This is an optimization exercise on Yosys and OpenROAD, whose aim is small area, not a production implementation.
Where RTL was checked, it was by simulation tests only, not by an equivalence proof against the original.

==> module fir_avg_multi, before the edit <==
module fir_avg_multi
#(
  parameter int W     = fir_avg_pkg::W_DEF,
  parameter int LOG2N = fir_avg_pkg::LOG2N_DEF,
  parameter int CH    = fir_avg_pkg::CH_DEF
) (
  input  logic            clk,
  input  logic            reset,
  input  logic            isValid,
  input  logic            flush,
  input  logic            bypass,
  input  logic [CH*W-1:0] dataIn,
  output logic [CH*W-1:0] dataOut,
  output logic            outValid,
  output logic            filled
);
  localparam int N  = 1 << LOG2N;
  localparam int AW = W + LOG2N;
  localparam int CIA_BLK = 8;
  logic            accept;
  logic [CH*W-1:0] newest;
  logic [CH*W-1:0] oldest_raw;
  logic            inv;
  logic [LOG2N-1:0] cnt_q;
  logic             filled_q;
  logic             vld_q;
  logic             sel_avg_q;  
  logic             sel_smp_q;  
  assign accept = isValid & ~flush;
  fir_avg_delay_line #(
    .W     (W),
    .LOG2N (LOG2N),
    .CH    (CH)
  ) u_delay_line (
    .clk        (clk),
    .reset      (reset),
    .we         (accept),
    .hold       (~isValid),
    .din        (dataIn),
    .newest     (newest),
    .oldest_raw (oldest_raw),
    .inv        (inv)
  );
  always_ff @(posedge clk or posedge reset) begin
    if (reset) begin
      cnt_q     <= '0;
      filled_q  <= 1'b0;
      vld_q     <= 1'b0;
      sel_avg_q <= 1'b0;
      sel_smp_q <= 1'b0;
    end else begin
      vld_q  <= accept;
      if (flush) begin
        cnt_q     <= '0;
        filled_q  <= 1'b0;
        sel_avg_q <= 1'b0;
        sel_smp_q <= 1'b0;
      end else if (accept) begin
        cnt_q     <= cnt_q + LOG2N'(1);
        sel_avg_q <= ~bypass;
        sel_smp_q <= bypass;
        if (cnt_q == LOG2N'(N-1)) filled_q <= 1'b1;
      end
    end
  end
  assign outValid = vld_q;
  assign filled   = filled_q;
  for (genvar c = 0; c < CH; c++) begin : g_ch
    logic                 smp_v;
    logic                 old_v;
    logic        [W-1:0]  smp_o;
    logic        [W-1:0]  old_o;
    logic signed [AW-1:0] acc_q;
    logic signed [AW-1:0] acc_nxt;
    assign smp_v = isValid;
    assign old_v = isValid & filled_q;
    assign smp_o = {~(smp_v & dataIn[c*W+W-1]), {(W-1){smp_v}} & dataIn[c*W +: W-1]};
    logic old_v1, old_v0;
    logic [W-1:0] old_raw, old_t;
    assign old_v1  = old_v & ~inv;
    assign old_v0  = old_v & inv;
    assign old_raw = oldest_raw[c*W +: W];
    assign old_t   = ({W{old_v1}} & old_raw) | ({W{old_v0}} & ~old_raw);
    assign old_o   = {~old_t[W-1], old_t[W-2:0]};
    logic [AW-1:0] op_a, op_b, op_c, cs_s, cs_c;
    assign op_a = acc_q;
    assign op_b = {{LOG2N{1'b0}}, smp_o};
    assign op_c = ~{{LOG2N{1'b0}}, old_o};
    assign cs_s = op_a ^ op_b ^ op_c;
    assign cs_c = (op_a & op_b) | (op_a & op_c) | (op_b & op_c);
    localparam int NB = (AW + CIA_BLK - 1) / CIA_BLK;
    logic [AW-1:0] cp_a, cp_b;
    logic [AW-1:0] s0;      
    logic [AW-1:0] ones;    
    logic [NB:0]   cb;      
    assign cp_a  = cs_s;
    assign cp_b  = {cs_c[AW-2:0], 1'b1};
    assign cb[0] = 1'b0;
    for (genvar j = 0; j < NB; j++) begin : g_blk
      localparam int LO = j * CIA_BLK;
      localparam int HI = (LO + CIA_BLK < AW) ? LO + CIA_BLK : AW;
      logic [HI-LO:0] rc;
      assign rc[0] = 1'b0;
      for (genvar i = LO; i < HI; i++) begin : g_bit
        assign s0[i]      = cp_a[i] ^ cp_b[i] ^ rc[i-LO];
        assign rc[i-LO+1] = (cp_a[i] & cp_b[i]) | (rc[i-LO] & (cp_a[i] ^ cp_b[i]));
        if (i == LO) begin : g_first
          assign ones[i] = 1'b1;
        end else begin : g_next
          assign ones[i] = &s0[i-1:LO];
        end
        assign acc_nxt[i] = s0[i] ^ (cb[j] & ones[i]);
      end
      assign cb[j+1] = rc[HI-LO] | (cb[j] & (&s0[HI-1:LO]));
    end
    always_ff @(posedge clk or posedge reset) begin
      if (reset) acc_q <= '0;
      else       acc_q <= flush ? '0 : acc_nxt;
    end
    assign dataOut[c*W +: W] = ({W{sel_avg_q}} & acc_q[AW-1:LOG2N])
                             | ({W{sel_smp_q}} & newest[c*W +: W]);
  end
endmodule
clock: 7.0 ns
lec_check: 0
cap_margin: 20
core_margin: 2
core_utilization: 60
slew_margin: 20
synth_hierarchical: 1
synth_minimum_keep_size: 0
standard.sh (not shown) runs the stock make flow with config.mk's settings and CLKGATE_MAP_FILE= SYNTH_SCRIPT=/design/flow/synth_recipe.tcl, a recipe that flattens the netlist after the stock synthesis.
==> flow/flow/run.sh <==
#!/bin/bash
# Layout flow: the standard ORFS flow (standard.sh, unchanged synthesis,
# floorplan, power grid and tap cells), with two settings of its own:
#  - port buffers are the smallest buffer (buf_1) instead of the flow's pick;
#  - clock tree: clkbuf_8 buffers in clusters of at most 20 sinks within
#    60 um, and no dummy loads at the leaves.
# make's full output goes to flow_make.log here; ORFS's per-step logs stay
# under orfs/logs/.
set -euo pipefail
bash standard.sh \
  BUFFER_PORTS_ARGS="-buffer_cell sky130_fd_sc_hd__buf_1" \
  CTS_ARGS="-sink_clustering_enable -repair_clock_nets -dont_use_dummy_load -buf_list sky130_fd_sc_hd__clkbuf_8 -sink_clustering_size 20 -sink_clustering_max_diameter 60" \
  finish > flow_make.log 2>&1
The starting point passed the timing, DRC and antenna checks.
Next try:
--- a/flow/design.v
+++ b/flow/design.v
@@ -158,14 +158,18 @@
     assign smp_v = isValid;
     assign old_v = isValid & filled_q;
     assign smp_o = {~(smp_v & dataIn[c*W+W-1]), {(W-1){smp_v}} & dataIn[c*W +: W-1]};
     logic old_v1, old_v0;
-    logic [W-1:0] old_raw, old_t;
-    assign old_v1  = old_v & ~inv;
-    assign old_v0  = old_v & inv;
-    assign old_raw = oldest_raw[c*W +: W];
-    assign old_t   = ({W{old_v1}} & old_raw) | ({W{old_v0}} & ~old_raw);
-    assign old_o   = {~old_t[W-1], old_t[W-2:0]};
+    logic [W-1:0] old_t_n;
+    assign old_v1 = old_v & ~inv;
+    assign old_v0 = old_v & inv;
+    fir_avg_mux_n #(.WIDTH(W)) u_old (
+      .s   (oldest_raw[c*W +: W]),
+      .d1  (old_v1),
+      .d0  (old_v0),
+      .y_n (old_t_n)
+    );
+    assign old_o = {old_t_n[W-1], ~old_t_n[W-2:0]};
     logic [AW-1:0] op_a, op_b, op_c, cs_s, cs_c;
     assign op_a = acc_q;
     assign op_b = {{LOG2N{1'b0}}, smp_o};
     assign op_c = ~{{LOG2N{1'b0}}, old_o};
@@ -203,4 +207,17 @@
     assign dataOut[c*W +: W] = ({W{sel_avg_q}} & acc_q[AW-1:LOG2N])
                              | ({W{sel_smp_q}} & newest[c*W +: W]);
   end
 endmodule
+module fir_avg_mux_n
+#(
+  parameter int WIDTH = 1
+) (
+  input  logic [WIDTH-1:0] s,
+  input  logic             d1,
+  input  logic             d0,
+  output logic [WIDTH-1:0] y_n
+);
+  for (genvar i = 0; i < WIDTH; i++) begin : g_bit
+    assign y_n[i] = ~(s[i] ? d1 : d0);
+  end
+endmodule
Effect:
- first-iteration DRC count went up by a quarter to a third
- die area climbs slightly
- via count rises slightly
- non-clock buffer count grows by 1
- synthesized area goes up slightly
- count of clock-buffer cells in the layout stays the same
- setup slack improves by 0.11 ns
- cell count rose by a few percent
No functional check of the RTL was part of the second run of this note.

==> static timing again, ports no longer ideal <==
The flow's constraints put no driver on any port. The routed layouts listed below were extracted and timed again, unchanged, in two steps. Step 1 assumes that a clkbuf_16 drives the clock port and a buf_2 every other input. Step 2 adds t to the input delays and takes it off the output delays; t is the mean of the earliest and latest rising clock arrival at the registers after step 1. Input paths then give back, and output paths get back, about the clock's delay inside the block. Slacks: no drivers / after step 1 / after step 2; pairs: no drivers / after step 1.
| run | t, ns | setup slack, ns | hold WS [ns] | worst data-port slew with drivers (ns) |
|---|---|---|---|---|
| the first run | 0.714 | 0.369 / 0.369 / -0.243 | 0.412 / 0.412 / 0.412 | 0.08 |
| the second run | 0.711 | 0.478 / 0.509 / -0.202 | 0.409 / 0.409 / 0.409 | 0.05 |
With both steps, setup timing fails in the first run and the second run, where it was met with ideal ports. The setup slack of the second run, which loses most, moves by +0.031 ns with the drivers and by -0.680 ns with both steps.
